Source: an optimization exercise on an open RTL-to-GDS flow (aim: small area, a short achievable clock period and few clock cycles per item). Production flows keep margins and buffers that such runs may drop.
In this exercise RTL edits were held to simulation tests only and were not proved equivalent to the original.

## flow/design.v (module list and top-level ports; edited modules follow where they fit)
// module rpc_pre: 22 lines
// module rpc_add3: 13 lines
// module rpc_mul_ka: 323 lines
// module rpc_mul_cb: 397 lines
// module rpc_addsub: 30 lines
// module rpc_cordic: 30 lines
// module rpc_post_round: 30 lines
// module rpc_mul_kx: 400 lines
// module rpc_mul_ir: 213 lines
// module rect_polar_converter: 342 lines
module rect_polar_converter (
  input  logic                                clk,
  input  logic                                rst_n,
  input  logic                                in_valid,
  output logic                                in_ready,
  input  logic [1:0]                          in_opcode,
  input  logic signed [rpc_pkg::CW-1:0]       in_operand_first,
  input  logic signed [rpc_pkg::CW-1:0]       in_operand_second,
  output logic                                out_valid,
  input  logic                                out_ready,
  output logic signed [rpc_pkg::CW-1:0]       out_x_out,
  output logic signed [rpc_pkg::CW-1:0]       out_y_out,
  output logic [rpc_pkg::CW-1:0]              out_magnitude,
  output logic signed [rpc_pkg::ANG_W-1:0]    out_angle_rad,
  output logic                                out_mode_error
);
  // ...
==> flow/run.sh <==
#!/bin/bash
# synth_recipe.tcl (not shown) runs the flow's synth.tcl, then flattens the netlist and writes it again
# the make line also repeats each setting of config.mk as NAME=value (left out here)
make -C /OpenROAD-flow-scripts/flow DESIGN_CONFIG=/design/flow/config.mk WORK_HOME=/design/flow/orfs CLKGATE_MAP_FILE= SYNTH_SCRIPT=/design/flow/synth_recipe.tcl finish
==> flow/config.mk <==
export PLATFORM = sky130hd
export DESIGN_NAME = rect_polar_converter
export DESIGN_NICKNAME = rect_polar_converter
export VERILOG_FILES = /design/flow/design.v
export SDC_FILE = /design/flow/constraint.sdc
export NUM_CORES = 4
export LEC_CHECK = 0
export ABC_AREA = 1
export CAP_MARGIN = 20
export CORE_MARGIN = 2
export CORE_UTILIZATION = 55
export SETUP_SLACK_MARGIN = 5
export SLEW_MARGIN = 20
==> flow/constraint.sdc <==
create_clock -name core_clock -period 8.5 [get_ports {clk}]
set_input_delay 1.7000 -clock core_clock [delete_from_list [all_inputs] [get_ports {clk}]]
set_output_delay 1.7000 -clock core_clock [all_outputs]
set_load 0.01 [all_outputs]
==> results.txt, run 1 <==
- Of the post-synthesis cell area, the dominant cell type holds 34.1%.
- The final clock period utilization by the worst path is 53.3%.
- After legalization and detailed placement, the total HPWL measured 300,000 µm.
- Summing the areas of all xor and xnor instances in the mapped netlist gives 9.85% of the synthesized area.
- The total length of routed wires is 385,000 µm.
- The signal on the critical path passes through fa_1, inv_2, fa_1, inv_2, fa_1, inv_1, fa_1, inv_2, ha_4, ha_4, a21oi_4, o21ai_2, a221oi_2, nand2_4, nand3_2, nand2_2, fa_2, nand2_1, o21ai_1.
- The area fraction in and, or, nand and nor cells after synthesis is 8.12%.
- The source of the worst hold timing path is c_b[14][4]$_DFF_P_.
- The clock buffer instance count of the final layout is 396.
- The post-route DRC violation count is 0.
- Buffers added to address setup during post-CTS repair amount to 193.
- The count of filler cells inserted in the layout is 22.2k.
- Entering global routing, the biggest net connects 70 pins.
- The met1 usage in global routing is 34.8%.
- Following the worst setup path forward leads to its endpoint at e_b[13]$_DFF_P_.
- For this block, wires on met1 add up to 162,000 µm.
- The maximum frequency from static timing analysis is 0.221 GHz.
- The number of I/O pins is 105.
- Setup repair after global routing could not meet its margin everywhere.
- The clock root buffer is sky130_fd_sc_hd__clkbuf_16.
- Across all layers, the routed design uses 102k vias.
- The share of the final layout cell area in multi-input gates is 49.9%.
- The depth of the critical timing path with buffers and inverters included is 19.
- The class of the most critical hold timing path is reg -> reg.
- The synthesized area is 150,000 µm².
- The sequential cell area is 55,400 µm².
- The number of combinational gates with multiple inputs is 9,394.
- The flow ran to the end and the layout has no timing, DRC or antenna violations.
- The cell area after placement is 156,000 µm².
- The count of buffers from port buffering is 104.
- The register with the most flip-flops in the layout has 512 of them.
- The count of buffers not belonging to the clock network in the layout is 540.
- The smallest setup slack after layout is 3.97 ns.
- Counting flops per register, the top entry is c_z.
Testbench counts, summed over its fixed seeds: cycles 8,168, items 8,000.
==> module rect_polar_converter, before the edit <==
module rect_polar_converter (
  input  logic                                clk,
  input  logic                                rst_n,
  input  logic                                in_valid,
  output logic                                in_ready,
  input  logic [1:0]                          in_opcode,
  input  logic signed [rpc_pkg::CW-1:0]       in_operand_first,
  input  logic signed [rpc_pkg::CW-1:0]       in_operand_second,
  output logic                                out_valid,
  input  logic                                out_ready,
  output logic signed [rpc_pkg::CW-1:0]       out_x_out,
  output logic signed [rpc_pkg::CW-1:0]       out_y_out,
  output logic [rpc_pkg::CW-1:0]              out_magnitude,
  output logic signed [rpc_pkg::ANG_W-1:0]    out_angle_rad,
  output logic                                out_mode_error
);
  localparam int RING = 20;
  localparam int CNTW = 5;             
  localparam logic signed [ZW-1:0] AT0_Q30 = 33'sd843314856;
  logic               e_v;
  logic [1:0]         e_op;
  logic signed [15:0] e_a, e_b;
  logic signed [15:0] e_f1, e_f2, e_f3;
  logic               o_v, s_v;
  logic [CNTW-1:0]    blk_cnt;
  logic               blocked, recirc, deliver, pop, take;
  logic               in_ready_r;
  assign blocked  = (blk_cnt != '0);
  assign recirc   = e_v && (blocked || s_v);
  assign deliver  = e_v && !blocked && !s_v;
  assign pop      = o_v && out_ready;
  assign take     = in_valid && in_ready_r;
  assign in_ready = in_ready_r;
  logic               r0_v;
  logic [1:0]         r0_op;
  logic signed [15:0] r0_a, r0_b;
  always_ff @(posedge clk) begin
    r0_op <= recirc ? e_op : in_opcode;
    r0_a  <= recirc ? e_a  : in_operand_first;
    r0_b  <= recirc ? e_b  : in_operand_second;
  end
  logic [15:0] a_u, b_u;
  logic [39:0] ka0, ka1;
  logic [49:0] cb0, cb1;
  assign a_u = {~r0_a[15], r0_a[14:0]};
  assign b_u = {~r0_b[15], r0_b[14:0]};
  rpc_mul_ka u_mka (.u (a_u), .s0 (ka0), .s1 (ka1));
  rpc_mul_cb u_mcb (.u (b_u), .s0 (cb0), .s1 (cb1));
  logic signed [2:0]  n_q, n_j;
  logic               n_neg, n_ccw0;
  logic [39:0]        n_pa0;
  always_comb begin
    logic signed [16:0] bx, r, rc, a17, b17, ax, ay;
    logic signed [2:0]  w2, f;
    bx = r0_b;
    if (bx > 17'sd11520)        begin w2 = -3'sd2; r = bx - 17'sd23040; end
    else if (bx <= -17'sd11520) begin w2 =  3'sd2; r = bx + 17'sd23040; end
    else                        begin w2 =  3'sd0; r = bx;              end
    if (r > 17'sd5760)          begin f = -3'sd1; rc = r - 17'sd11520; end
    else if (r < -17'sd5760)    begin f =  3'sd1; rc = r + 17'sd11520; end
    else                        begin f =  3'sd0; rc = r;              end
    n_q   = w2 + f;
    n_neg = (f != 3'sd0);
    if (!r0_a[15])     n_j = w2;
    else if (r > 17'sd0) n_j = w2 - 3'sd1;
    else               n_j = w2 + 3'sd1;
    a17 = r0_a;
    b17 = r0_b;
    ax  = r0_a[15] ? -a17 : a17;
    ay  = r0_a[15] ? -b17 : b17;
    if (r0_op == OP_POLAR) n_ccw0 = !rc[16];
    else                   n_ccw0 = ay[16];
    if (r0_op != OP_POLAR) n_pa0 = {6'd0, ax, ay};
    else                   n_pa0 = ka0;
  end
  logic               r1_v;
  logic [1:0]         r1_op;
  logic signed [15:0] r1_a, r1_b;
  logic signed [2:0]  r1_q, r1_j;
  logic               r1_neg, r1_ccw0, r1_invy;
  logic [39:0]        r1_pa0, r1_pa1;
  logic [49:0]        r1_pb0, r1_pb1;
  always_ff @(posedge clk) begin
    r1_op   <= r0_op;
    r1_a    <= r0_a;
    r1_b    <= r0_b;
    r1_q    <= n_q;
    r1_j    <= n_j;
    r1_neg  <= n_neg;
    r1_ccw0 <= n_ccw0;
    r1_invy <= !(n_ccw0 ^ n_neg);
    r1_pa0  <= n_pa0;
    r1_pa1  <= ka1;
    r1_pb0  <= cb0;
    r1_pb1  <= cb1;
  end
  logic [39:0] sx0, sx1, sy0, sy1, kx, ky, px, py;
  logic [49:0] kz, kg, pz;
  assign sx0 = r1_neg ? ~r1_pa0 : r1_pa0;
  assign sx1 = r1_neg ? ~r1_pa1 : r1_pa1;
  assign kx  = r1_neg ? 40'sd20865056802 : -40'sd20865056736;
  assign sy0 = r1_invy ? ~r1_pa0 : r1_pa0;
  assign sy1 = r1_invy ? ~r1_pa1 : r1_pa1;
  always_comb begin
    case ({r1_ccw0, r1_neg})
      2'b10:   ky = -40'sd20865056736;
      2'b11:   ky =  40'sd20865056802;
      2'b00:   ky =  40'sd20865056801;
      default: ky = -40'sd20865056737;
    endcase
    case ({r1_q, r1_ccw0})
      4'b1010: kz = -50'sd77297715001088;
      4'b1011: kz = -50'sd84206150301440;
      4'b1100: kz = -50'sd63480844395008;
      4'b1101: kz = -50'sd70389279695360;
      4'b1110: kz = -50'sd49663973788928;
      4'b1111: kz = -50'sd56572409089280;
      4'b0000: kz = -50'sd35847103182848;
      4'b0001: kz = -50'sd42755538483200;
      4'b0010: kz = -50'sd22030232576768;
      4'b0011: kz = -50'sd28938667877120;
      4'b0100: kz = -50'sd8213361970688;
      4'b0101: kz = -50'sd15121797271040;
      4'b0110: kz =  50'sd5603508635392;
      default: kz = -50'sd1304926664960;
    endcase
    case (r1_j)
      3'b101:  kg = -50'sd80751664217856;
      3'b110:  kg = -50'sd66934793611776;
      3'b111:  kg = -50'sd53117923005696;
      3'b000:  kg = -50'sd39301052399616;
      3'b001:  kg = -50'sd25484181793536;
      3'b010:  kg = -50'sd11667311187456;
      default: kg =  50'sd2149559418624;
    endcase
  end
  rpc_add3 #(.W(40)) u_apx (.a (sx0), .b (sx1), .c (kx), .s (px));
  rpc_add3 #(.W(40)) u_apy (.a (sy0), .b (sy1), .c (ky), .s (py));
  rpc_add3 #(.W(50)) u_apz (.a (r1_pb0), .b (r1_pb1), .c (kz), .s (pz));
  logic [49:0] gt, gu;
  logic [29:0] gl;
  logic [15:0] gh;
  assign gt = r1_pb0 ^ r1_pb1 ^ kg;
  assign gu = {(r1_pb0[48:0] & r1_pb1[48:0]) | (r1_pb0[48:0] & kg[48:0])
               | (r1_pb1[48:0] & kg[48:0]), 1'b0};
  rpc_addsub #(.W(30)) u_apgl (.a ({1'b0, gt[28:0]}), .b ({1'b0, gu[28:0]}), .sub (1'b0), .s (gl));
  rpc_addsub #(.W(16)) u_apgh (.a (gt[44:29]), .b (gu[44:29]), .sub (1'b0), .s (gh));
  logic signed [XW-1:0] s1_x;
  logic signed [YW-1:0] s1_y;
  logic signed [ZW-1:0] s1_z;
  logic                 s1_ccw;
  always_comb begin
    logic signed [17:0] ax, ay, rx, ry;
    logic signed [ZW-1:0] z0;
    ax = $signed(r1_pa0[33:17]);
    ay = $signed(r1_pa0[16:0]);
    rx = ax + (r1_ccw0 ? -ay : ay);
    ry = ay + (r1_ccw0 ? ax : -ax);
    case ({r1_a[15], r1_b[15], r1_ccw0})
      3'b100:  z0 = PI_Q30 + AT0_Q30;
      3'b101:  z0 = PI_Q30 - AT0_Q30;
      3'b110:  z0 = -PI_Q30 + AT0_Q30;
      3'b111:  z0 = -PI_Q30 - AT0_Q30;
      3'b000, 3'b010: z0 = AT0_Q30;
      default: z0 = -AT0_Q30;
    endcase
    if (r1_op == OP_POLAR) begin
      s1_x = px[XW+5:6];
      s1_y = py[YW+5:6];
      s1_z = pz[ZW+11:12];
      s1_ccw = !pz[ZW+11];
    end else begin
      s1_x = {rx[16:0], 14'd0};
      s1_y = {ry[16:0], 14'd0};
      s1_z = z0;
      s1_ccw = ry[17];
    end
  end
  logic               c_v   [1:NST];
  logic [1:0]         c_op  [1:NST];
  logic signed [15:0] c_a   [1:NST];
  logic signed [15:0] c_b   [1:NST];
  logic               c_bc;
  logic               c_ccw [1:NST];
  logic               c_nccw [1:NST];
  logic signed [XW-1:0] c_x [1:NST];
  logic signed [YW-1:0] c_y [1:NST];
  logic signed [ZW-1:0] c_z [1:NST];
  always_ff @(posedge clk) begin
    c_op[1]  <= r1_op;
    c_a[1]   <= r1_a;
    c_b[1]   <= (r1_op == OP_POLAR) ? gh : r1_b;
    c_bc     <= (r1_op == OP_POLAR) && gl[29];
    c_x[1]   <= s1_x;
    c_y[1]   <= s1_y;
    c_z[1]   <= s1_z;
    c_ccw[1] <= s1_ccw;
    c_nccw[1] <= !s1_ccw;
  end
  for (genvar k = 1; k < NST; k++) begin : g_rot
    logic signed [XW-1:0] xn;
    logic signed [YW-1:0] yn;
    logic signed [ZW-1:0] zn;
    logic                 cn, ncn;
    rpc_cordic #(.K(k)) u_rot (
      .polar (c_op[k] == OP_POLAR), .ccw (c_ccw[k]), .nccw (c_nccw[k]),
      .xi (c_x[k]), .yi (c_y[k]), .zi (c_z[k]),
      .xo (xn), .yo (yn), .zo (zn), .ccw_next (cn), .nccw_next (ncn)
    );
    always_ff @(posedge clk) begin
      c_op[k+1]  <= c_op[k];
      c_a[k+1]   <= c_a[k];
      if (k == 1) c_b[k+1] <= c_b[k] + {15'd0, c_bc};
      else        c_b[k+1] <= c_b[k];
      c_x[k+1]   <= xn;
      c_y[k+1]   <= yn;
      c_z[k+1]   <= zn;
      c_ccw[k+1] <= cn;
      c_nccw[k+1] <= ncn;
    end
    always_ff @(posedge clk) begin
      if (!rst_n) c_v[k+1] <= 1'b0;
      else        c_v[k+1] <= c_v[k];
    end
  end
  logic signed [15:0] q_zq, q_px, q_py;
  logic [39:0]        q_m0, q_m1;
  rpc_post_round u_round (
    .x (c_x[NST]), .y (c_y[NST]), .z (c_z[NST]),
    .zq (q_zq), .px (q_px), .py (q_py)
  );
  rpc_mul_kx u_mkx (.u (c_x[NST][30:10]), .e (c_x[NST][9]), .s0 (q_m0), .s1 (q_m1));
  logic               p1_v;
  logic [1:0]         p1_op;
  logic signed [15:0] p1_a, p1_b, p1_f1, p1_f2;
  logic [39:0]        p1_m0, p1_m1;
  always_ff @(posedge clk) begin
    p1_op  <= c_op[NST];
    p1_a   <= c_a[NST];
    p1_b   <= c_b[NST];
    p1_f2  <= q_py;
    p1_f1  <= (c_op[NST] == OP_POLAR) ? q_px : q_zq;
    p1_m0  <= q_m0;
    p1_m1  <= q_m1;
  end
  logic [15:0] g_u;
  logic [29:0] g0, g1, gk, gr;
  assign g_u = {~p1_b[15], p1_b[14:0]};
  rpc_mul_ir u_mir (.u (g_u), .s0 (g0), .s1 (g1));
  always_comb begin
    if (!p1_a[15])                       gk = 30'd0;
    else if (!p1_b[15] && p1_b != 16'd0) gk = -30'sd94371840;    
    else                                 gk = 30'sd94371840;
  end
  rpc_add3 #(.W(30)) u_air (.a (g0), .b (g1), .c (gk), .s (gr));
  logic [39:0] m_sum;
  rpc_addsub #(.W(40)) u_amag (.a (p1_m0), .b (p1_m1), .sub (1'b0), .s (m_sum));
  always_ff @(posedge clk) begin
    e_op <= p1_op;
    e_a  <= p1_a;
    e_b  <= (p1_op == OP_POLAR) ? gr[28:13] : p1_b;
    e_f1 <= p1_f1;
    e_f2 <= (p1_op == OP_POLAR) ? p1_f2 : m_sum[39:24];
    e_f3 <= p1_b;
  end
  logic signed [15:0] d_x, d_y, d_ang;
  logic [15:0]        d_mag;
  logic               d_err;
  always_comb begin
    logic origin;
    origin = (e_a == '0) && (e_b == '0);
    d_x = '0; d_y = '0; d_mag = '0; d_ang = '0; d_err = 1'b0;
    case (e_op)
      OP_RECT: begin
        d_x   = e_a;
        d_y   = e_b;
        d_mag = origin ? '0 : e_f2;
        d_ang = origin ? '0 : e_f1;
      end
      OP_POLAR: begin
        d_x   = e_f1;
        d_y   = e_f2;
        d_mag = e_a[15] ? -e_a : e_a;
        d_ang = e_f3;
      end
      default: d_err = 1'b1;
    endcase
  end
  logic signed [15:0] o_x, o_y, o_ang, s_x, s_y, s_ang;
  logic [15:0]        o_mag, s_mag;
  logic               o_err, s_err;
  always_ff @(posedge clk) begin
    if (s_v) begin
      if (pop) begin
        o_x <= s_x; o_y <= s_y; o_mag <= s_mag; o_ang <= s_ang; o_err <= s_err;
      end
    end else if (deliver && (!o_v || pop)) begin
      o_x <= d_x; o_y <= d_y; o_mag <= d_mag; o_ang <= d_ang; o_err <= d_err;
    end
    if (deliver && o_v && !pop) begin
      s_x <= d_x; s_y <= d_y; s_mag <= d_mag; s_ang <= d_ang; s_err <= d_err;
    end
  end
  logic s_v_n;
  always_comb begin
    if (s_v) s_v_n = !pop;
    else     s_v_n = deliver && o_v && !pop;
  end
  always_ff @(posedge clk) begin
    if (!rst_n) begin
      r0_v       <= 1'b0;
      r1_v       <= 1'b0;
      c_v[1]     <= 1'b0;
      p1_v       <= 1'b0;
      e_v        <= 1'b0;
      o_v        <= 1'b0;
      s_v        <= 1'b0;
      blk_cnt    <= '0;
      in_ready_r <= 1'b1;
    end else begin
      logic [CNTW-1:0] cnt_n;
      r0_v   <= recirc || take;
      r1_v   <= r0_v;
      c_v[1] <= r1_v;
      p1_v   <= c_v[NST];
      e_v    <= p1_v;
      o_v    <= o_v ? (pop ? (s_v || deliver) : 1'b1) : deliver;
      s_v    <= s_v_n;
      if (recirc && !blocked) cnt_n = CNTW'(RING - 1);
      else if (blocked)       cnt_n = blk_cnt - 1'b1;
      else                    cnt_n = '0;
      blk_cnt    <= cnt_n;
      in_ready_r <= (cnt_n == '0) && !(p1_v && s_v_n);
    end
  end
  assign out_valid      = o_v;
  assign out_x_out      = o_x;
  assign out_y_out      = o_y;
  assign out_magnitude  = o_mag;
  assign out_angle_rad  = o_ang;
  assign out_mode_error = o_err;
endmodule
==> run 2, diff against run 1 <==
--- a/flow/design.v
+++ b/flow/design.v
@@ -1563,7 +1563,8 @@
   logic               r1_v;
   logic [1:0]         r1_op;
   logic signed [15:0] r1_a, r1_b;
-  logic signed [2:0]  r1_q, r1_j;
+  logic [13:0]        r1_qh;       
+  logic [6:0]         r1_jh;       
   logic               r1_neg, r1_ccw0, r1_invy;
   logic [39:0]        r1_pa0, r1_pa1;
   logic [49:0]        r1_pb0, r1_pb1;
@@ -1571,8 +1572,27 @@
     r1_op   <= r0_op;
     r1_a    <= r0_a;
     r1_b    <= r0_b;
-    r1_q    <= n_q;
-    r1_j    <= n_j;
+    r1_qh[0] <= ({n_q, n_ccw0} == 4'd10);
+    r1_qh[1] <= ({n_q, n_ccw0} == 4'd11);
+    r1_qh[2] <= ({n_q, n_ccw0} == 4'd12);
+    r1_qh[3] <= ({n_q, n_ccw0} == 4'd13);
+    r1_qh[4] <= ({n_q, n_ccw0} == 4'd14);
+    r1_qh[5] <= ({n_q, n_ccw0} == 4'd15);
+    r1_qh[6] <= ({n_q, n_ccw0} == 4'd0);
+    r1_qh[7] <= ({n_q, n_ccw0} == 4'd1);
+    r1_qh[8] <= ({n_q, n_ccw0} == 4'd2);
+    r1_qh[9] <= ({n_q, n_ccw0} == 4'd3);
+    r1_qh[10] <= ({n_q, n_ccw0} == 4'd4);
+    r1_qh[11] <= ({n_q, n_ccw0} == 4'd5);
+    r1_qh[12] <= ({n_q, n_ccw0} == 4'd6);
+    r1_qh[13] <= ({n_q, n_ccw0} == 4'd7);
+    r1_jh[0] <= (n_j == 3'd5);
+    r1_jh[1] <= (n_j == 3'd6);
+    r1_jh[2] <= (n_j == 3'd7);
+    r1_jh[3] <= (n_j == 3'd0);
+    r1_jh[4] <= (n_j == 3'd1);
+    r1_jh[5] <= (n_j == 3'd2);
+    r1_jh[6] <= (n_j == 3'd3);
     r1_neg  <= n_neg;
     r1_ccw0 <= n_ccw0;
     r1_invy <= !(n_ccw0 ^ n_neg);
@@ -1595,34 +1615,37 @@
       2'b00:   ky =  40'sd20865056801;
       default: ky = -40'sd20865056737;
     endcase
-    case ({r1_q, r1_ccw0})
-      4'b1010: kz = -50'sd77297715001088;
-      4'b1011: kz = -50'sd84206150301440;
-      4'b1100: kz = -50'sd63480844395008;
-      4'b1101: kz = -50'sd70389279695360;
-      4'b1110: kz = -50'sd49663973788928;
-      4'b1111: kz = -50'sd56572409089280;
-      4'b0000: kz = -50'sd35847103182848;
-      4'b0001: kz = -50'sd42755538483200;
-      4'b0010: kz = -50'sd22030232576768;
-      4'b0011: kz = -50'sd28938667877120;
-      4'b0100: kz = -50'sd8213361970688;
-      4'b0101: kz = -50'sd15121797271040;
-      4'b0110: kz =  50'sd5603508635392;
-      default: kz = -50'sd1304926664960;
-    endcase
-    case (r1_j)
-      3'b101:  kg = -50'sd80751664217856;
-      3'b110:  kg = -50'sd66934793611776;
-      3'b111:  kg = -50'sd53117923005696;
-      3'b000:  kg = -50'sd39301052399616;
-      3'b001:  kg = -50'sd25484181793536;
-      3'b010:  kg = -50'sd11667311187456;
-      default: kg =  50'sd2149559418624;
-    endcase
-  end
-  rpc_add3 #(.W(40)) u_apx (.a (sx0), .b (sx1), .c (kx), .s (px));
-  rpc_add3 #(.W(40)) u_apy (.a (sy0), .b (sy1), .c (ky), .s (py));
+    kz = '0;
+    if (r1_qh[0]) kz = kz | 50'h3b9b2b927c900;   
+    if (r1_qh[1]) kz = kz | 50'h3b36a3a52c900;   
+    if (r1_qh[2]) kz = kz | 50'h3c643b6d1de00;   
+    if (r1_qh[3]) kz = kz | 50'h3bffb37fcde00;   
+    if (r1_qh[4]) kz = kz | 50'h3d2d4b47bf300;   
+    if (r1_qh[5]) kz = kz | 50'h3cc8c35a6f300;   
+    if (r1_qh[6]) kz = kz | 50'h3df65b2260800;   
+    if (r1_qh[7]) kz = kz | 50'h3d91d33510800;   
+    if (r1_qh[8]) kz = kz | 50'h3ebf6afd01d00;   
+    if (r1_qh[9]) kz = kz | 50'h3e5ae30fb1d00;   
+    if (r1_qh[10]) kz = kz | 50'h3f887ad7a3200;   
+    if (r1_qh[11]) kz = kz | 50'h3f23f2ea53200;   
+    if (r1_qh[12]) kz = kz | 50'h00518ab244700;   
+    if (r1_qh[13]) kz = kz | 50'h3fed02c4f4700;   
+    kg = '0;
+    if (r1_jh[0]) kg = kg | 50'h3b68e89bd4100;   
+    if (r1_jh[1]) kg = kg | 50'h3c31f87675600;   
+    if (r1_jh[2]) kg = kg | 50'h3cfb085116b00;   
+    if (r1_jh[3]) kg = kg | 50'h3dc4182bb8000;   
+    if (r1_jh[4]) kg = kg | 50'h3e8d280659500;   
+    if (r1_jh[5]) kg = kg | 50'h3f5637e0faa00;   
+    if (r1_jh[6]) kg = kg | 50'h001f47bb9bf00;   
+  end
+  logic [39:0] xt, xu, yt, yu;
+  assign xt = sx0 ^ sx1 ^ kx;
+  assign xu = {(sx0[38:0] & sx1[38:0]) | (sx0[38:0] & kx[38:0]) | (sx1[38:0] & kx[38:0]), 1'b0};
+  assign yt = sy0 ^ sy1 ^ ky;
+  assign yu = {(sy0[38:0] & sy1[38:0]) | (sy0[38:0] & ky[38:0]) | (sy1[38:0] & ky[38:0]), 1'b0};
+  assign px = xt + xu;
+  assign py = yt + yu;
   rpc_add3 #(.W(50)) u_apz (.a (r1_pb0), .b (r1_pb1), .c (kz), .s (pz));
   logic [49:0] gt, gu;
   logic [29:0] gl;
@@ -1717,7 +1740,15 @@
     .zq (q_zq), .px (q_px), .py (q_py)
   );
   rpc_mul_kx u_mkx (.u (c_x[NST][30:10]), .e (c_x[NST][9]), .s0 (q_m0), .s1 (q_m1));
+  logic [15:0] g_u;
+  logic [29:0] g0, g1;
+  logic [13:0] grl;
+  assign g_u = {~c_b[NST][15], c_b[NST][14:0]};
+  rpc_mul_ir u_mir (.u (g_u), .s0 (g0), .s1 (g1));
+  rpc_addsub #(.W(14)) u_airl (.a ({1'b0, g0[12:0]}), .b ({1'b0, g1[12:0]}), .sub (1'b0), .s (grl));
   logic               p1_v;
+  logic [15:0]        p1_rh0, p1_rh1;
+  logic               p1_rc;
   logic [1:0]         p1_op;
   logic signed [15:0] p1_a, p1_b, p1_f1, p1_f2;
   logic [39:0]        p1_m0, p1_m1;
@@ -1729,23 +1760,24 @@
     p1_f1  <= (c_op[NST] == OP_POLAR) ? q_px : q_zq;
     p1_m0  <= q_m0;
     p1_m1  <= q_m1;
+    p1_rh0 <= g0[28:13];
+    p1_rh1 <= g1[28:13];
+    p1_rc  <= grl[13];
   end
-  logic [15:0] g_u;
-  logic [29:0] g0, g1, gk, gr;
-  assign g_u = {~p1_b[15], p1_b[14:0]};
-  rpc_mul_ir u_mir (.u (g_u), .s0 (g0), .s1 (g1));
+  logic signed [15:0] r_rep;
+  logic [15:0]        gkh;
   always_comb begin
-    if (!p1_a[15])                       gk = 30'd0;
-    else if (!p1_b[15] && p1_b != 16'd0) gk = -30'sd94371840;    
-    else                                 gk = 30'sd94371840;
+    if (!p1_a[15])                       gkh = 16'd0;
+    else if (!p1_b[15] && p1_b != 16'd0) gkh = -16'sd11520;
+    else                                 gkh = 16'sd11520;
   end
-  rpc_add3 #(.W(30)) u_air (.a (g0), .b (g1), .c (gk), .s (gr));
+  assign r_rep = p1_rh0 + p1_rh1 + gkh + {15'd0, p1_rc};
   logic [39:0] m_sum;
   rpc_addsub #(.W(40)) u_amag (.a (p1_m0), .b (p1_m1), .sub (1'b0), .s (m_sum));
   always_ff @(posedge clk) begin
     e_op <= p1_op;
     e_a  <= p1_a;
-    e_b  <= (p1_op == OP_POLAR) ? gr[28:13] : p1_b;
+    e_b  <= (p1_op == OP_POLAR) ? r_rep : p1_b;
     e_f1 <= p1_f1;
     e_f2 <= (p1_op == OP_POLAR) ? p1_f2 : m_sum[39:24];
     e_f3 <= p1_b;
==> run 2 against run 1 <==
  * Cell area grew 0.29%
  * Global-route usage shrank 1.3 points
  * Final cell count grew 4.3%
  * Routed wire length shrank 2.5%
==> results.txt, run 2 <==
- The width of the die is 532 µm (was 527 µm).
- The vertical die dimension is 532 µm (was 527 µm).
- The post-detailed-route wirelength per cell is 18.3 µm (was 19.6 µm).
- Registers with the most flip-flops: c_z x512, c_x x487, c_y x483 (unchanged).
- The worst-case headroom to the max-slew limit is 35.7% (was 14.0%).
- The worst hold slack was 0.280 ns (was 0.313 ns).
- The standard cell core area was 277,000 µm² (was 271,000 µm²).
- The total length of routed wires is 375,000 µm (was 385,000 µm).
- The source of the worst hold timing path was c_a[4][11]$_DFF_P_ (was c_b[14][4]$_DFF_P_).
- The register with the most flip-flops is c_z (unchanged).
- The TritonCTS buffer count is 297 (was 295).
- The kind of start point of the critical path is a flop (unchanged).
- The main flop type after synthesis is sky130_fd_sc_hd__dfxtp_1 (unchanged).
- The register area share after synthesis is 36.2% (was 36.7%).
- The residual overflow from global routing was 0 (unchanged).
- The initial antenna violation count is 14 (was 23).
- The post-synthesis area per instance is 9.55 µm² (was 9.89 µm²).
- The deepest clock path buffer count is 4 (unchanged).
- The final clock period utilization by the worst path came to 43.7% (was 53.3%).
- The worst-margin pin slew is 0.958 ns (was 1.28 ns).
- The post-detailed-route via-to-cell ratio is 5.07 (was 5.21).
- The top cell type by total area after synthesis was sky130_fd_sc_hd__dfxtp_1 (unchanged).
- The post-route DRC violation count was 0 (unchanged).
- The proportion of synthesized flip-flops having asynchronous set or reset is 0% (unchanged).
- The clock latency on the worst-skew pair is 0.91 ns (about the same).
- The via total after detailed routing is 104k (was 102k).
- The proportion of layout cells with a drive suffix above 1 was 7.85% (was 10.3%).
- The final weighted congestion in routability-driven placement came to 0.936 (was 0.948).
- The source of the worst register-to-register timing path is r1_qh[3]$_DFF_P_ (was p1_b[15]$_DFF_P_).
- The maximum frequency from static timing analysis is 0.269 GHz (was 0.221 GHz).
- The detailed-routing iteration count for the pre-antenna-repair pass was 5 (was 7).
- The worst clock skew is 0.0747 ns (was 0.0372 ns).
- The number of I/O pins is 105 (unchanged).
- The residual antenna-violating net count after detailed routing came to 0 (unchanged).
- The starting DRC count in detailed routing is 6,516 (was 6,205).
- The number of sinks driven by the clock tree was 2,703 (was 2,691).
- The type of the worst setup path is reg -> reg (unchanged).
- The combined global-route utilization of all metal layers is 26.2% (was 27.5%).
- The met2 routed wirelength is 172,000 µm (was 187,000 µm).
- The highest fanout seen on the critical path is 4 (was 3).
- The minimum clock period is 3.72 ns (was 4.53 ns).
- The count of buffers from port buffering is 104 (unchanged).
- Leading cell types by total area after synthesis: sky130_fd_sc_hd__dfxtp_1 (34%), sky130_fd_sc_hd__fa_1 (14%), sky130_fd_sc_hd__ha_1 (14%) (was sky130_fd_sc_hd__dfxtp_1 (34%), sky130_fd_sc_hd__fa_1 (15%), sky130_fd_sc_hd__ha_1 (15%)).
- The wire length the detailed router placed on met1 is 176,000 µm (was 162,000 µm).
- The initial standard-cell utilization of the core was 55.4% (about the same).
- The critical path data required time is 9.21 ns (was 9.34 ns).
- Setup repair after global routing missed its margin: true (unchanged).
- Top cells by count, synth: sky130_fd_sc_hd__inv_1 (3,144), sky130_fd_sc_hd__dfxtp_1 (2,573), sky130_fd_sc_hd__nand2_1 (2,010) (was sky130_fd_sc_hd__inv_1 (2,886), sky130_fd_sc_hd__dfxtp_1 (2,561), sky130_fd_sc_hd__ha_1 (1,786)).
- The most frequent standard cell in the layout excluding fill and tap cells is sky130_fd_sc_hd__inv_1 (unchanged).
- The net count after synthesis is 18.9k (was 18.2k).
- The worst-case hold path end point was c_a[5][11]$_DFF_P_ (was c_b[15][4]$_DFF_P_).
- The number of unique standard cell types used by synthesis is 66 (was 63).
- The number of flip-flops in the largest register came to 512 (unchanged).
- The clock slew seen by the registers of the worst setup and hold paths is 0.06 ns (about the same).
- Run status: finished clean (unchanged).
- The number of rows created at floorplan is 193 (was 191).
- The number of violations of the max-capacitance limit is 0 (unchanged).
- The count of filler cells inserted in the layout is 23.6k (was 22.2k).
- The CTS tree is yes (unchanged).
- The die area is 283,000 µm² (was 278,000 µm²).
- The number of failing setup endpoints in the final timing report is 0 (unchanged).
- The number of placed instances, taps included is 19.7k (was 18.7k).
- The synthesized instance count is 16.0k (was 15.2k).
- The half-perimeter wire length of the detailed placement result is 293,000 µm (was 300,000 µm).
- The worst-case reg-to-reg path depth is 23 (was 19).
- The most instantiated library cell after synthesis is sky130_fd_sc_hd__inv_1 (unchanged).
- The class of the most critical hold timing path is reg -> reg (unchanged).
- The number of global-route vias before repair is 104k (was 107k).
- The number of warnings issued by yosys was 27 (was 26).
- The post-route setup TNS was 0 ns (unchanged).
- The clock root buffer is sky130_fd_sc_hd__clkbuf_16 (unchanged).
- The cell area after placement is 159,000 µm² (was 156,000 µm²).
- The final count of pins violating max slew is 0 (unchanged).
- The met3 routed wirelength is 17,300 µm (was 19,700 µm).
- The number of synthesized flops with an enable pin is 130 (unchanged).
- The arrival time of data at the critical path endpoint is 4.43 ns (was 5.37 ns).
- The terminus of the critical flop-to-flop path is c_z[1][27]$_DFF_P_ (was e_b[13]$_DFF_P_).
- Leading cell types in the layout, fill and taps excluded: sky130_fd_sc_hd__inv_1 (3,084), sky130_fd_sc_hd__dfxtp_1 (2,506), sky130_fd_sc_hd__nand2_1 (1,956), sky130_fd_sc_hd__ha_1 (1,733), sky130_fd_sc_hd__fa_1 (1,090) (was sky130_fd_sc_hd__inv_1 (2,799), sky130_fd_sc_hd__dfxtp_1 (2,478), sky130_fd_sc_hd__ha_1 (1,725), sky130_fd_sc_hd__nand2_1 (1,677), sky130_fd_sc_hd__fa_1 (1,090)).
- The area added between synthesis and finish is 13.3% (was 15.1%).
- The capturing element type of the critical path is a flop (unchanged).
- The global-route wire length before repair is 582,000 µm (was 595,000 µm).
- The synthesized area is 153,000 µm² (was 150,000 µm²).
- The count of placed standard cells in the final layout, fillers left out is 20.5k (was 19.6k).
- The number of H-tree levels came to 5 (unchanged).
- The highest routed metal layer is met5 (was met4).
- The largest net degree at the start of global routing is 71 (was 70).
- The net count of the finished layout came to 19.4k (was 18.8k).
- The area fraction of the dominant cell type after synthesis is 33.6% (was 34.1%).
- The hold violation count in the final report is 0 (unchanged).
- The final non-filler cell area is 174,000 µm² (was 173,000 µm²).
- The number of synthesized register bits is 2,703 (was 2,691).
- The number of instances on the worst hold path is 0 (unchanged).
## run 2: changes by cell type in the layout (fill, tap and decap cells not counted), sizes merged, moves of 23 or more
cell and delta:
buf -143, nor2 +157, ha -24, o21a -23, nand3 +105, a221oi -34, nand2 +259, a21oi +103
fa -33, nor4 +23, xor2 -35, inv +247, a31oi +71
## run 2: how the worst max path moves through the flow
stage | depth (start not counted) | start | slack, ns | end
CTS | 24 | r1_qh[3]$_DFF_P_ | 4.86 | c_z[1][26]$_DFF_P_
finish | 23 | r1_qh[3]$_DFF_P_ | 4.78 | c_z[1][27]$_DFF_P_
global placement | 14 | r1_ccw0$_DFF_P_ | 3.50 | c_y[1][24]$_DFF_P_
floorplan | 4 | out_ready | 4.68 | in_ready_r$_SDFF_PN1_
global route | 25 | r1_qh[3]$_DFF_P_ | 4.62 | c_z[1][27]$_DFF_P_
detailed placement | 14 | r1_ccw0$_DFF_P_ | 3.46 | c_y[1][24]$_DFF_P_
## run 2: per-stage QoR
| stage | utilization [%] | worst slack [ns] |
|---|---|---|
| global placement | 57.3 | 3.50 |
| floorplan | - | 4.68 |
| finish | 62.7 | 4.78 |
| CTS | 61.8 | 4.86 |
| detailed placement | 57.3 | 3.46 |
| global route | 62.7 | 4.62 |
## run 2: kinds of logic (layout without fill, tap and decap cells)
group           after synthesis  in the layout  synth area share, %
xor+xnor                   1645           1645                 9.40
mux                          20             20                0.131
flops                      2703           2703                 36.2
fa+ha+maj                  2867           2867                 28.8
buf+inv                    3357           4099                 8.29
simple gates               3465           3465                 9.48
other cells                   0              7                    0
compound gates             1980           1980                 7.71
## run 2: timing repair
item / CTS / global route
endpoints found under the setup margin: 822 / 424
setup buffers: 114 / 107
pin swaps: 39 / 100
hold buffers: 0 / 0
cloned: 13 / 7
gates resized for setup: 325 / 411
## run 2: area by class of cell
class                           count  area [µm²]  area share, %
Multi-Input combinational cell   9977       87100           50.2
Antenna cell                        7        17.5         0.0101
Timing Repair Buffer              392        3960           2.28
Timing Repair inverter              9        62.6         0.0360
Tap cell                         3705        4640           2.67
Clock buffer                      404        8380           4.83
Sequential cell                  2703       55600           32.0
Clock inverter                    137        1850           1.07
Inverter                         3157       12000           6.90
## run 2: layer usage
| metal | GRT usage (%) | vias to the layer above |
|---|---|---|
| li1 | - | 51700 |
| met1 | 36.8 | 49600 |
| met2 | 43.1 | 2006 |
| met3 | 2.84 | 534 |
| met4 | 6.97 | 4 |
| met5 | 0 | - |
## run 2: critical path: stages, from the launching register on
cell and delay, ns:
sky130_fd_sc_hd__dfxtp_4 0.36, sky130_fd_sc_hd__nor2_4 0.12, sky130_fd_sc_hd__buf_6 0.13, sky130_fd_sc_hd__buf_4 0.14, sky130_fd_sc_hd__nand2_2 0.11, sky130_fd_sc_hd__nor2_1 0.28
sky130_fd_sc_hd__fa_1 0.46, sky130_fd_sc_hd__inv_1 0.07, sky130_fd_sc_hd__ha_1 0.22, sky130_fd_sc_hd__nand2_1 0.11, sky130_fd_sc_hd__o21ai_2 0.07, sky130_fd_sc_hd__a21oi_2 0.13
sky130_fd_sc_hd__nand2_2 0.11, sky130_fd_sc_hd__inv_2 0.10, sky130_fd_sc_hd__o21ai_4 0.08, sky130_fd_sc_hd__nand3_1 0.09, sky130_fd_sc_hd__nand2_1 0.07, sky130_fd_sc_hd__nand3_1 0.07
sky130_fd_sc_hd__nand2_1 0.07, sky130_fd_sc_hd__nand3_1 0.08, sky130_fd_sc_hd__nand2_1 0.07, sky130_fd_sc_hd__fa_2 0.37, sky130_fd_sc_hd__xnor2_2 0.18, sky130_fd_sc_hd__a21oi_1 0.08
Testbench counts of run 2, summed over its fixed seeds: cycles 8,168, items 8,000.
==> run 3, diff against run 2 <==
--- a/flow/design.v
+++ b/flow/design.v
@@ -1560,10 +1560,29 @@
     if (r0_op != OP_POLAR) n_pa0 = {6'd0, ax, ay};
     else                   n_pa0 = ka0;
   end
+  logic [44:0] n_kz;
+  always_comb begin
+    case ({n_q, n_ccw0})
+      4'd10: n_kz = 45'h19b2b927c900;
+      4'd11: n_kz = 45'h136a3a52c900;
+      4'd12: n_kz = 45'h0643b6d1de00;
+      4'd13: n_kz = 45'h1ffb37fcde00;
+      4'd14: n_kz = 45'h12d4b47bf300;
+      4'd15: n_kz = 45'h0c8c35a6f300;
+      4'd0: n_kz = 45'h1f65b2260800;
+      4'd1: n_kz = 45'h191d33510800;
+      4'd2: n_kz = 45'h0bf6afd01d00;
+      4'd3: n_kz = 45'h05ae30fb1d00;
+      4'd4: n_kz = 45'h1887ad7a3200;
+      4'd5: n_kz = 45'h123f2ea53200;
+      4'd6: n_kz = 45'h0518ab244700;
+      default: n_kz = 45'h1ed02c4f4700;
+    endcase
+  end
   logic               r1_v;
   logic [1:0]         r1_op;
   logic signed [15:0] r1_a, r1_b;
-  logic [13:0]        r1_qh;       
+  logic [44:0]        r1_kz;
   logic [6:0]         r1_jh;       
   logic               r1_neg, r1_ccw0, r1_invy;
   logic [39:0]        r1_pa0, r1_pa1;
@@ -1572,20 +1591,6 @@
     r1_op   <= r0_op;
     r1_a    <= r0_a;
     r1_b    <= r0_b;
-    r1_qh[0] <= ({n_q, n_ccw0} == 4'd10);
-    r1_qh[1] <= ({n_q, n_ccw0} == 4'd11);
-    r1_qh[2] <= ({n_q, n_ccw0} == 4'd12);
-    r1_qh[3] <= ({n_q, n_ccw0} == 4'd13);
-    r1_qh[4] <= ({n_q, n_ccw0} == 4'd14);
-    r1_qh[5] <= ({n_q, n_ccw0} == 4'd15);
-    r1_qh[6] <= ({n_q, n_ccw0} == 4'd0);
-    r1_qh[7] <= ({n_q, n_ccw0} == 4'd1);
-    r1_qh[8] <= ({n_q, n_ccw0} == 4'd2);
-    r1_qh[9] <= ({n_q, n_ccw0} == 4'd3);
-    r1_qh[10] <= ({n_q, n_ccw0} == 4'd4);
-    r1_qh[11] <= ({n_q, n_ccw0} == 4'd5);
-    r1_qh[12] <= ({n_q, n_ccw0} == 4'd6);
-    r1_qh[13] <= ({n_q, n_ccw0} == 4'd7);
     r1_jh[0] <= (n_j == 3'd5);
     r1_jh[1] <= (n_j == 3'd6);
     r1_jh[2] <= (n_j == 3'd7);
@@ -1595,6 +1600,7 @@
     r1_jh[6] <= (n_j == 3'd3);
     r1_neg  <= n_neg;
     r1_ccw0 <= n_ccw0;
+    r1_kz   <= n_kz;
     r1_invy <= !(n_ccw0 ^ n_neg);
     r1_pa0  <= n_pa0;
     r1_pa1  <= ka1;
@@ -1602,7 +1608,8 @@
     r1_pb1  <= cb1;
   end
   logic [39:0] sx0, sx1, sy0, sy1, kx, ky, px, py;
-  logic [49:0] kz, kg, pz;
+  logic [49:0] kg;
+  logic [44:0] pz, zt, zu;
   assign sx0 = r1_neg ? ~r1_pa0 : r1_pa0;
   assign sx1 = r1_neg ? ~r1_pa1 : r1_pa1;
   assign kx  = r1_neg ? 40'sd20865056802 : -40'sd20865056736;
@@ -1615,21 +1622,6 @@
       2'b00:   ky =  40'sd20865056801;
       default: ky = -40'sd20865056737;
     endcase
-    kz = '0;
-    if (r1_qh[0]) kz = kz | 50'h3b9b2b927c900;   
-    if (r1_qh[1]) kz = kz | 50'h3b36a3a52c900;   
-    if (r1_qh[2]) kz = kz | 50'h3c643b6d1de00;   
-    if (r1_qh[3]) kz = kz | 50'h3bffb37fcde00;   
-    if (r1_qh[4]) kz = kz | 50'h3d2d4b47bf300;   
-    if (r1_qh[5]) kz = kz | 50'h3cc8c35a6f300;   
-    if (r1_qh[6]) kz = kz | 50'h3df65b2260800;   
-    if (r1_qh[7]) kz = kz | 50'h3d91d33510800;   
-    if (r1_qh[8]) kz = kz | 50'h3ebf6afd01d00;   
-    if (r1_qh[9]) kz = kz | 50'h3e5ae30fb1d00;   
-    if (r1_qh[10]) kz = kz | 50'h3f887ad7a3200;   
-    if (r1_qh[11]) kz = kz | 50'h3f23f2ea53200;   
-    if (r1_qh[12]) kz = kz | 50'h00518ab244700;   
-    if (r1_qh[13]) kz = kz | 50'h3fed02c4f4700;   
     kg = '0;
     if (r1_jh[0]) kg = kg | 50'h3b68e89bd4100;   
     if (r1_jh[1]) kg = kg | 50'h3c31f87675600;   
@@ -1646,7 +1638,10 @@
   assign yu = {(sy0[38:0] & sy1[38:0]) | (sy0[38:0] & ky[38:0]) | (sy1[38:0] & ky[38:0]), 1'b0};
   assign px = xt + xu;
   assign py = yt + yu;
-  rpc_add3 #(.W(50)) u_apz (.a (r1_pb0), .b (r1_pb1), .c (kz), .s (pz));
+  assign zt = r1_pb0[44:0] ^ r1_pb1[44:0] ^ r1_kz;
+  assign zu = {(r1_pb0[43:0] & r1_pb1[43:0]) | (r1_pb0[43:0] & r1_kz[43:0])
+               | (r1_pb1[43:0] & r1_kz[43:0]), 1'b0};
+  assign pz = zt + zu;
   logic [49:0] gt, gu;
   logic [29:0] gl;
   logic [15:0] gh;
==> run 3 against run 2 <==
  * Cell area grew 0.47%
  * Via count grew 0.58%
  * Non-clock buffer count grew 69
  * Maximum frequency grew 6.9%
==> results.txt, run 3 <==
- The number of violations of the max-capacitance limit is 0 (unchanged).
- The number of global-route vias before repair came to 104k (about the same).
- The number of I/O pins is 105 (unchanged).
- The number of unique standard cell types used by synthesis is 67 (was 66).
- The detailed-routing iteration count for the pre-antenna-repair pass is 8 (was 5).
- Top cells by count, synth: sky130_fd_sc_hd__inv_1 (3,051), sky130_fd_sc_hd__dfxtp_1 (2,594), sky130_fd_sc_hd__nand2_1 (2,000) (was sky130_fd_sc_hd__inv_1 (3,144), sky130_fd_sc_hd__dfxtp_1 (2,573), sky130_fd_sc_hd__nand2_1 (2,010)).
- The via total after detailed routing was 104k (about the same).
- The number of sinks driven by the clock tree is 2,724 (was 2,703).
- The final clock period utilization by the worst path was 40.9% (was 43.7%).
- The clock latency on the worst-skew pair is 0.95 ns (was 0.91 ns).
- The deepest clock path buffer count was 4 (unchanged).
- The maximum frequency from static timing analysis is 0.288 GHz (was 0.269 GHz).
- The number of warnings issued by yosys is 26 (was 27).
- The post-detailed-route wirelength per cell is 20.1 µm (was 18.3 µm).
- The number of failing setup endpoints in the final timing report is 0 (unchanged).
- The TritonCTS buffer count is 298 (was 297).
- Registers with the most flip-flops: c_z x512, c_x x487, c_y x483 (unchanged).
- The number of synthesized flops with an enable pin is 130 (unchanged).
- The combined global-route utilization of all metal layers came to 28.7% (was 26.2%).
- The worst setup slack before clock tree synthesis is 3.60 ns (was 3.46 ns).
- The critical path data required time came to 9.27 ns (was 9.21 ns).
- The die area is 283,000 µm² (about the same).
- The main flop type after synthesis is sky130_fd_sc_hd__dfxtp_1 (unchanged).
- The number of flip-flops in the largest register is 512 (unchanged).
- The post-synthesis area per instance was 9.60 µm² (was 9.55 µm²).
- The arrival time of data at the critical path endpoint is 4.24 ns (was 4.43 ns).
- Leading cell types by total area after synthesis: sky130_fd_sc_hd__dfxtp_1 (34%), sky130_fd_sc_hd__ha_1 (14%), sky130_fd_sc_hd__fa_1 (14%) (was sky130_fd_sc_hd__dfxtp_1 (34%), sky130_fd_sc_hd__fa_1 (14%), sky130_fd_sc_hd__ha_1 (14%)).
- The worst clock skew is 0.114 ns (was 0.0747 ns).
- The cell area after placement is 159,000 µm² (about the same).
- The register with the most flip-flops was c_z (unchanged).
- The kind of start point of the critical path is a flop (unchanged).
- Leading cell types in the layout, fill and taps excluded: sky130_fd_sc_hd__inv_1 (2,997), sky130_fd_sc_hd__dfxtp_1 (2,529), sky130_fd_sc_hd__nand2_1 (1,959), sky130_fd_sc_hd__ha_1 (1,735), sky130_fd_sc_hd__fa_1 (1,057) (was sky130_fd_sc_hd__inv_1 (3,084), sky130_fd_sc_hd__dfxtp_1 (2,506), sky130_fd_sc_hd__nand2_1 (1,956), sky130_fd_sc_hd__ha_1 (1,733), sky130_fd_sc_hd__fa_1 (1,090)).
- The final count of pins violating max slew was 0 (unchanged).
- The vertical die dimension is 532 µm (about the same).
- The worst-case headroom to the max-slew limit is 27.8% (was 35.7%).
- The number of synthesized register bits was 2,724 (was 2,703).
- The CTS tree is yes (unchanged).
- The post-route DRC violation count is 0 (unchanged).
- The synthesized instance count is 16.0k (about the same).
- The residual antenna-violating net count after detailed routing was 0 (unchanged).
- The post-detailed-route via-to-cell ratio is 5.10 (was 5.07).
- The synthesized area came to 153,000 µm² (about the same).
- The clock slew seen by the registers of the worst setup and hold paths is 0.07 ns (was 0.06 ns).
- The class of the most critical hold timing path is reg -> reg (unchanged).
- The highest fanout seen on the critical path is 18 (was 4).
- The worst-margin pin slew came to 1.08 ns (was 0.958 ns).
- The global-route wire length before repair is 620,000 µm (was 582,000 µm).
- The clock root buffer is sky130_fd_sc_hd__clkbuf_16 (unchanged).
- The number of buffers inserted by hold repair at cts is 0 (unchanged).
- The net count after synthesis is 18.9k (about the same).
- The number of H-tree levels is 5 (unchanged).
- The starting DRC count in detailed routing was 6,196 (was 6,516).
- The proportion of layout cells with a drive suffix above 1 is 8.36% (was 7.85%).
- The number of rows created at floorplan is 193 (unchanged).
- Run status: finished clean (unchanged).
- The area fraction of the dominant cell type after synthesis is 33.9% (was 33.6%).
- The width of the die is 532 µm (about the same).
- The most frequent standard cell in the layout excluding fill and tap cells was sky130_fd_sc_hd__inv_1 (unchanged).
- Setup repair after global routing missed its margin: true (unchanged).
- The net count of the finished layout is 19.4k (about the same).
- The initial antenna violation count is 19 (was 14).
- The residual overflow from global routing is 0 (unchanged).
- The minimum clock period is 3.47 ns (was 3.72 ns).
- The type of the worst setup path is reg -> reg (unchanged).
- The post-route setup TNS is 0 ns (unchanged).
- The proportion of synthesized flip-flops having asynchronous set or reset came to 0% (unchanged).
- The final non-filler cell area is 174,000 µm² (about the same).
- The total length of routed wires is 412,000 µm (was 375,000 µm).
- The count of buffers from port buffering is 104 (unchanged).
- The initial standard-cell utilization of the core came to 55.4% (about the same).
- The half-perimeter wire length of the detailed placement result is 326,000 µm (was 293,000 µm).
- The register area share after synthesis is 36.4% (was 36.2%).
- The most instantiated library cell after synthesis is sky130_fd_sc_hd__inv_1 (unchanged).
- The capturing element type of the critical path is a flop (unchanged).
- The hold violation count in the final report is 0 (unchanged).
- The smallest setup slack after layout is 5.03 ns (was 4.78 ns).
- The final weighted congestion in routability-driven placement is 0.952 (was 0.936).
- The top cell type by total area after synthesis is sky130_fd_sc_hd__dfxtp_1 (unchanged).
- The largest net degree at the start of global routing came to 71 (unchanged).
- The standard cell core area is 277,000 µm² (about the same).
- The area added between synthesis and finish was 13.7% (was 13.3%).
## run 3: cell types whose count changed after synthesis, moves of 47 or more
cell,previous run,this run
sky130_fd_sc_hd__nor2_1,653,525
sky130_fd_sc_hd__inv_1,3144,3051
sky130_fd_sc_hd__a21oi_1,677,751
sky130_fd_sc_hd__o21ai_0,468,539
sky130_fd_sc_hd__a31oi_1,237,182
sky130_fd_sc_hd__o21a_1,47,101
sky130_fd_sc_hd__nor3_1,90,137
## run 3: area by class of cell
cell class                 count  area, µm²
clock inverter               129       1550
clock buffer                 407       8660
sequential                  2724      56000
inverter                    3061      11600
antenna                       11       27.5
multi-input combinational   9973      87100
timing repair buffer         461       4740
fill                       23700     103000
tap                         3705       4640
timing repair inverter         8       52.6
## run 3: worst max-delay path, cell delays in order (launching register included)
cell                         delay, ns
sky130_fd_sc_hd__dfxtp_4          0.39
sky130_fd_sc_hd__buf_12           0.13
sky130_fd_sc_hd__inv_6            0.07
sky130_fd_sc_hd__ha_4             0.30
sky130_fd_sc_hd__buf_4            0.15
sky130_fd_sc_hd__clkinvlp_4       0.10
sky130_fd_sc_hd__buf_4            0.16
sky130_fd_sc_hd__fa_1             0.50
sky130_fd_sc_hd__ha_4             0.32
sky130_fd_sc_hd__nand2_1          0.10
sky130_fd_sc_hd__inv_1            0.15
sky130_fd_sc_hd__nand2_2          0.11
sky130_fd_sc_hd__nor3_4           0.22
sky130_fd_sc_hd__nand3_2          0.12
sky130_fd_sc_hd__nand2_4          0.10
sky130_fd_sc_hd__nand2_2          0.05
sky130_fd_sc_hd__nand2_2          0.09
sky130_fd_sc_hd__nand2_2          0.06
sky130_fd_sc_hd__nand2_1          0.06
sky130_fd_sc_hd__nand2_1          0.05
sky130_fd_sc_hd__nand3_1          0.07
sky130_fd_sc_hd__nand2_1          0.06
## run 3: metal layers
metal	wire length (µm)	part of all wire (%)	track usage, %
met2	194000	47	48.5
met1	175000	42	36.9
met5	69	0.017	0
met4	21300	5.2	12.2
met3	21600	5.2	3.94
## run 3: repair_timing
item                       4_1_cts  5_1_grt
pin swaps                       31       99
cloned                          12       14
resized for setup              334      370
setup endpoints to repair      949      415
hold endpoints to repair         0        0
setup buffers                  122      126
## run 3: stage by stage
stage	hold WS (ns)	instances	util, %
4_1_cts	0.239	20300	62.0
3_5_place_dp	0.312	19700	57.5
6_report	0.223	20500	63.0
5_1_grt	0.242	20500	62.9
3_3_place_gp	0.310	19700	57.5
2_1_floorplan	0.310	16000	-
## run 3: final timing paths
path | start | endpoint | slack (ns) | cells after the start
max reg2reg | r1_neg$_DFF_P_ | c_y[1][30]$_DFF_P_ | 5.03 | 21
min | c_a[8][15]$_DFF_P_ | c_a[9][15]$_DFF_P_ | 0.22 | 0
min reg2reg | c_a[8][15]$_DFF_P_ | c_a[9][15]$_DFF_P_ | 0.22 | 0
max | r1_neg$_DFF_P_ | c_y[1][30]$_DFF_P_ | 5.03 | 21
## run 3: cell families (layout without fill, tap and decap cells)
kind of cell / count (synthesis) / count (layout) / synth area share (%)
simple gates: 3324 / 3325 / 9.08
compound gates: 2126 / 2126 / 8.27
mux: 20 / 20 / 0.131
other cells: 0 / 11 / 0
buf+inv: 3275 / 4066 / 8.05
fa+ha+maj: 2864 / 2864 / 28.7
xor+xnor: 1638 / 1638 / 9.36
flops: 2724 / 2724 / 36.4
Testbench counts of run 3, summed over its fixed seeds: cycles 8,168, items 8,000.
==> run 4, diff against run 3 <==
--- a/flow/config.mk
+++ b/flow/config.mk
@@ -9,5 +9,6 @@
 export CAP_MARGIN = 20
 export CORE_MARGIN = 2
 export CORE_UTILIZATION = 55
+export CTS_BUF_LIST = sky130_fd_sc_hd__clkbuf_8
 export SETUP_SLACK_MARGIN = 5
 export SLEW_MARGIN = 20
==> run 4 against run 3 <==
  * Non-clock buffer count down 32
  * Critical path depth down 7
  * Area after synthesis unchanged
  * Sequential share of layout area up 0.15 points
  * Cell area down 0.45%
  * Via count up 0.59%
  * Critical path type unchanged
==> results.txt, run 4 <==
- The clock latency on the worst-skew pair is 1.12 ns (was 0.95 ns).
- The arrival time of data at the critical path endpoint is 4.38 ns (was 4.24 ns).
- The count of placed standard cells in the final layout, fillers left out is 20.7k (was 20.5k).
- The post-detailed-route wirelength per cell is 19.8 µm (was 20.1 µm).
- The number of failing setup endpoints in the final timing report is 0 (unchanged).
- The capturing element of the worst setup path is c_x[1][17]$_DFF_P_ (was c_y[1][30]$_DFF_P_).
- The most instantiated library cell after synthesis is sky130_fd_sc_hd__inv_1 (unchanged).
- The top cell type by total area after synthesis is sky130_fd_sc_hd__dfxtp_1 (unchanged).
- The final clock period utilization by the worst path is 41.0% (was 40.9%).
- The detailed-routing iteration count for the pre-antenna-repair pass is 5 (was 8).
- Cell breakdown of the critical path: buf_12, buf_4, xor2_1, ha_1, ha_1, nand2_1, o21ai_0, a21oi_2, o21ai_1, nand2_1, o21ai_0, or2_2, nand3_1, o21ai_0 (was buf_12, inv_6, ha_4, buf_4, clkinvlp_4, buf_4, fa_1, ha_4, nand2_1, inv_1, nand2_2, nor3_4, nand3_2, nand2_4, nand2_2, nand2_2, nand2_2, nand2_1, nand2_1, nand3_1, nand2_1).
- The main flop type after synthesis is sky130_fd_sc_hd__dfxtp_1 (unchanged).
- The TritonCTS buffer count came to 445 (was 298).
- The register area share after synthesis is 36.4% (unchanged).
- The source of the worst hold timing path is c_a[1][6]$_DFF_P_ (was c_a[8][15]$_DFF_P_).
- The worst clock skew came to 0.0928 ns (was 0.114 ns).
- The capturing element type of the critical path is a flop (unchanged).
- The register with the most flip-flops is c_z (unchanged).
- The source of the worst register-to-register timing path is r1_neg$_DFF_P_ (unchanged).
- The post-route DRC violation count is 0 (unchanged).
- The number of instances on the worst hold path is 0 (unchanged).
- Setup repair after global routing missed its margin: true (unchanged).
- The number of H-tree levels came to 5 (unchanged).
- The CTS tree is yes (unchanged).
- The area fraction of the dominant cell type after synthesis was 33.9% (unchanged).
- The number of placed instances, taps included is 19.7k (unchanged).
- The proportion of layout cells with a drive suffix above 1 is 9.47% (was 8.36%).
- The post-detailed-route via-to-cell ratio was 5.07 (was 5.10).
- The number of flip-flops in the largest register was 512 (unchanged).
- The post-synthesis area per instance is 9.60 µm² (unchanged).
- The global-route wire length before repair is 620,000 µm (about the same).
- The class of the most critical hold timing path is reg -> reg (unchanged).
- Top cells by count, synth: sky130_fd_sc_hd__inv_1 (3,051), sky130_fd_sc_hd__dfxtp_1 (2,594), sky130_fd_sc_hd__nand2_1 (2,000) (unchanged).
- The number of violations of the max-capacitance limit is 0 (unchanged).
- The number of synthesized flops with an enable pin came to 130 (unchanged).
- The number of I/O pins is 105 (unchanged).
- The starting DRC count in detailed routing is 6,229 (was 6,196).
- Leading cell types by total area after synthesis: sky130_fd_sc_hd__dfxtp_1 (34%), sky130_fd_sc_hd__ha_1 (14%), sky130_fd_sc_hd__fa_1 (14%) (unchanged).
- The synthesized instance count is 16.0k (unchanged).
- The residual overflow from global routing was 0 (unchanged).
- The minimum clock period is 3.49 ns (was 3.47 ns).
- The count of buffers from port buffering is 104 (unchanged).
- The slowest library cell on the worst path is sky130_fd_sc_hd__dfxtp_4 (was sky130_fd_sc_hd__fa_1).
- Registers with the most flip-flops: c_z x512, c_x x487, c_y x483 (unchanged).
- The worst-case headroom to the max-slew limit came to 20.9% (was 27.8%).
- The post-route setup TNS came to 0 ns (unchanged).
- The number of unique standard cell types used by synthesis is 67 (unchanged).
- The via total after detailed routing came to 105k (was 104k).
- The type of the worst setup path is reg -> reg (unchanged).
- The first element of the critical path is r1_neg$_DFF_P_ (unchanged).
- The area added between synthesis and finish came to 13.2% (was 13.7%).
- The total length of routed wires is 411,000 µm (was 412,000 µm).
- The maximum frequency from static timing analysis is 0.287 GHz (was 0.288 GHz).
- The number of synthesized register bits is 2,724 (unchanged).
- The initial antenna violation count is 26 (was 19).
- The critical path data required time is 9.39 ns (was 9.27 ns).
- The final weighted congestion in routability-driven placement is 0.952 (unchanged).
- The kind of start point of the critical path was a flop (unchanged).
- The highest fanout seen on the critical path is 6 (was 18).
- The worst-margin pin slew is 1.17 ns (was 1.08 ns).
- The most frequent standard cell in the layout excluding fill and tap cells is sky130_fd_sc_hd__inv_1 (unchanged).
- The delay of the slowest cell on the worst path came to 0.38 ns (was 0.50 ns).
- The net count of the finished layout is 19.5k (was 19.4k).
- The final count of pins violating max slew is 0 (unchanged).
- The die area is 283,000 µm² (unchanged).
- The deepest clock path buffer count came to 4 (unchanged).
- Run status: finished clean (unchanged).
- The half-perimeter wire length of the detailed placement result is 326,000 µm (unchanged).
- The clock root buffer was sky130_fd_sc_hd__clkbuf_8 (was sky130_fd_sc_hd__clkbuf_16).
- The library cell appearing most often on the critical path is sky130_fd_sc_hd__o21ai_0.
- The number of warnings issued by yosys is 26 (unchanged).
- The clock slew seen by the registers of the worst setup and hold paths is 0.06 ns (was 0.07 ns).
- The net count after synthesis was 18.9k (unchanged).
- The residual antenna-violating net count after detailed routing is 0 (unchanged).
- The worst-case reg-to-reg path depth was 14 (was 21).
- The standard cell core area was 277,000 µm² (unchanged).
- The initial standard-cell utilization of the core is 55.4% (unchanged).
- The combined global-route utilization of all metal layers was 28.7% (about the same).
- The number of global-route vias before repair is 105k (was 104k).
- The proportion of synthesized flip-flops having asynchronous set or reset is 0% (unchanged).
- The number of sinks driven by the clock tree is 2,724 (unchanged).
- Leading cell types in the layout, fill and taps excluded: sky130_fd_sc_hd__inv_1 (3,116), sky130_fd_sc_hd__dfxtp_1 (2,524), sky130_fd_sc_hd__nand2_1 (1,967), sky130_fd_sc_hd__ha_1 (1,736), sky130_fd_sc_hd__fa_1 (1,062) (was sky130_fd_sc_hd__inv_1 (2,997), sky130_fd_sc_hd__dfxtp_1 (2,529), sky130_fd_sc_hd__nand2_1 (1,959), sky130_fd_sc_hd__ha_1 (1,735), sky130_fd_sc_hd__fa_1 (1,057)).
- The number of buffers inserted by hold repair at cts came to 0 (unchanged).
- The hold violation count in the final report is 0 (unchanged).
- The number of rows created at floorplan is 193 (unchanged).
- The terminus of the critical flop-to-flop path is c_x[1][17]$_DFF_P_ (was c_y[1][30]$_DFF_P_).
- The synthesized area is 153,000 µm² (unchanged).
- The width of the die is 532 µm (unchanged).
- The largest net degree at the start of global routing is 71 (unchanged).
- The vertical die dimension is 532 µm (unchanged).
[run 4: cell counts after synthesis]
Identical to the previous run, type by type.
[run 4: how the worst min path moves through the flow]
stage and endpoint:
6_report c_a[2][6]$_DFF_P_, 5_1_grt c_b[5][15]$_DFF_P_, 4_1_cts c_a[2][6]$_DFF_P_, 3_5_place_dp c_a[10][14]$_DFF_P_, 3_3_place_gp c_a[4][5]$_DFF_P_, 2_1_floorplan c_a[10][0]$_DFF_P_
[run 4: logic make-up after synthesis]
logic type               synth area share, %
buffers and inverters                   8.05
multiplexers                           0.131
adder cells (fa/ha/maj)                 28.7
AO/OA/AOI/OAI                           8.27
XOR/XNOR                                9.36
AND/OR/NAND/NOR                         9.08
flip-flops                              36.4
[run 4: area by class of cell]
type | instances | area, µm²
fill | 23900 | 103000
multi-input combinational | 9974 | 86900
sequential | 2724 | 56000
inverter | 3061 | 11600
clock buffer | 558 | 7680
tap | 3705 | 4640
timing repair buffer | 429 | 4240
clock inverter | 265 | 2380
timing repair inverter | 7 | 45.0
antenna | 17 | 42.5
[run 4: what timing repair did]
action	in CTS	in global routing
pin swaps	27	95
setup buffers	110	107
gates resized for setup	527	327
cloned	11	14
endpoints found under the setup margin	950	402
[run 4: stage by stage]
step / util [%] / setup WS, ns / hold WS, ns / instance area, µm²
finish: 62.7 / 5.01 / 0.245 / 174000
global route: 62.7 / 4.81 / 0.247 / 174000
CTS: 61.8 / 4.95 / 0.248 / 171000
detailed placement: 57.5 / 3.60 / 0.312 / 159000
global placement: 57.5 / 3.55 / 0.310 / 159000
floorplan: - / 4.82 / 0.310 / 154000
[run 4: per-layer routing]
metal / GRT usage [%] / vias to the layer above / wire length (µm)
met2: 48.3 / 2531 / 193000
li1: - / 52200 / -
met5: 0 / - / 53
met4: 12.8 / 8 / 21400
met3: 4.29 / 822 / 22500
met1: 36.5 / 49500 / 174000
[run 4: critical path, delay by kind of cell, from the launching register on]
family	cells	cell delay, ns
buffers and inverters	2	0.30
flip-flops	1	0.38
adder cells (fa/ha/maj)	2	0.62
AND/OR/NAND/NOR	4	0.48
AO/OA/AOI/OAI	5	1.32
XOR/XNOR	1	0.23

afterwards: timing with drivers on the ports:
Ports are ideal in the flow. The routed layouts listed here were re-timed in OpenROAD. Step 1 (the two cells are an assumption about what drives the block):
set clk [get_ports {clk}]
set_driving_cell -lib_cell sky130_fd_sc_hd__clkbuf_16 $clk
set_driving_cell -lib_cell sky130_fd_sc_hd__buf_2 [delete_from_list [all_inputs] $clk]
Step 2 times the ports against the registers' clock, not the clock port: input delays grow and output delays shrink by t, the midpoint of the rising clock arrivals with the driver on. Slacks: ideal ports / drivers / drivers and shift; pairs: ideal ports / drivers.
run | t (ns) | slack for setup (ns) | pins driven straight from the clock port
run 1 | 0.978 | 3.968 / 3.968 / 3.968 | 1
run 2 | 0.968 | 4.784 / 4.784 / 4.423 | 1
run 3 | 1.015 | 5.025 / 4.959 / 4.495 | 1
run 4 | 1.191 | 5.011 / 4.911 / 4.524 | 1
After both steps setup and hold are still met in every run listed. For run 3, which loses most, drivers alone change the setup slack by -0.066 ns; drivers and shift together by -0.530 ns.
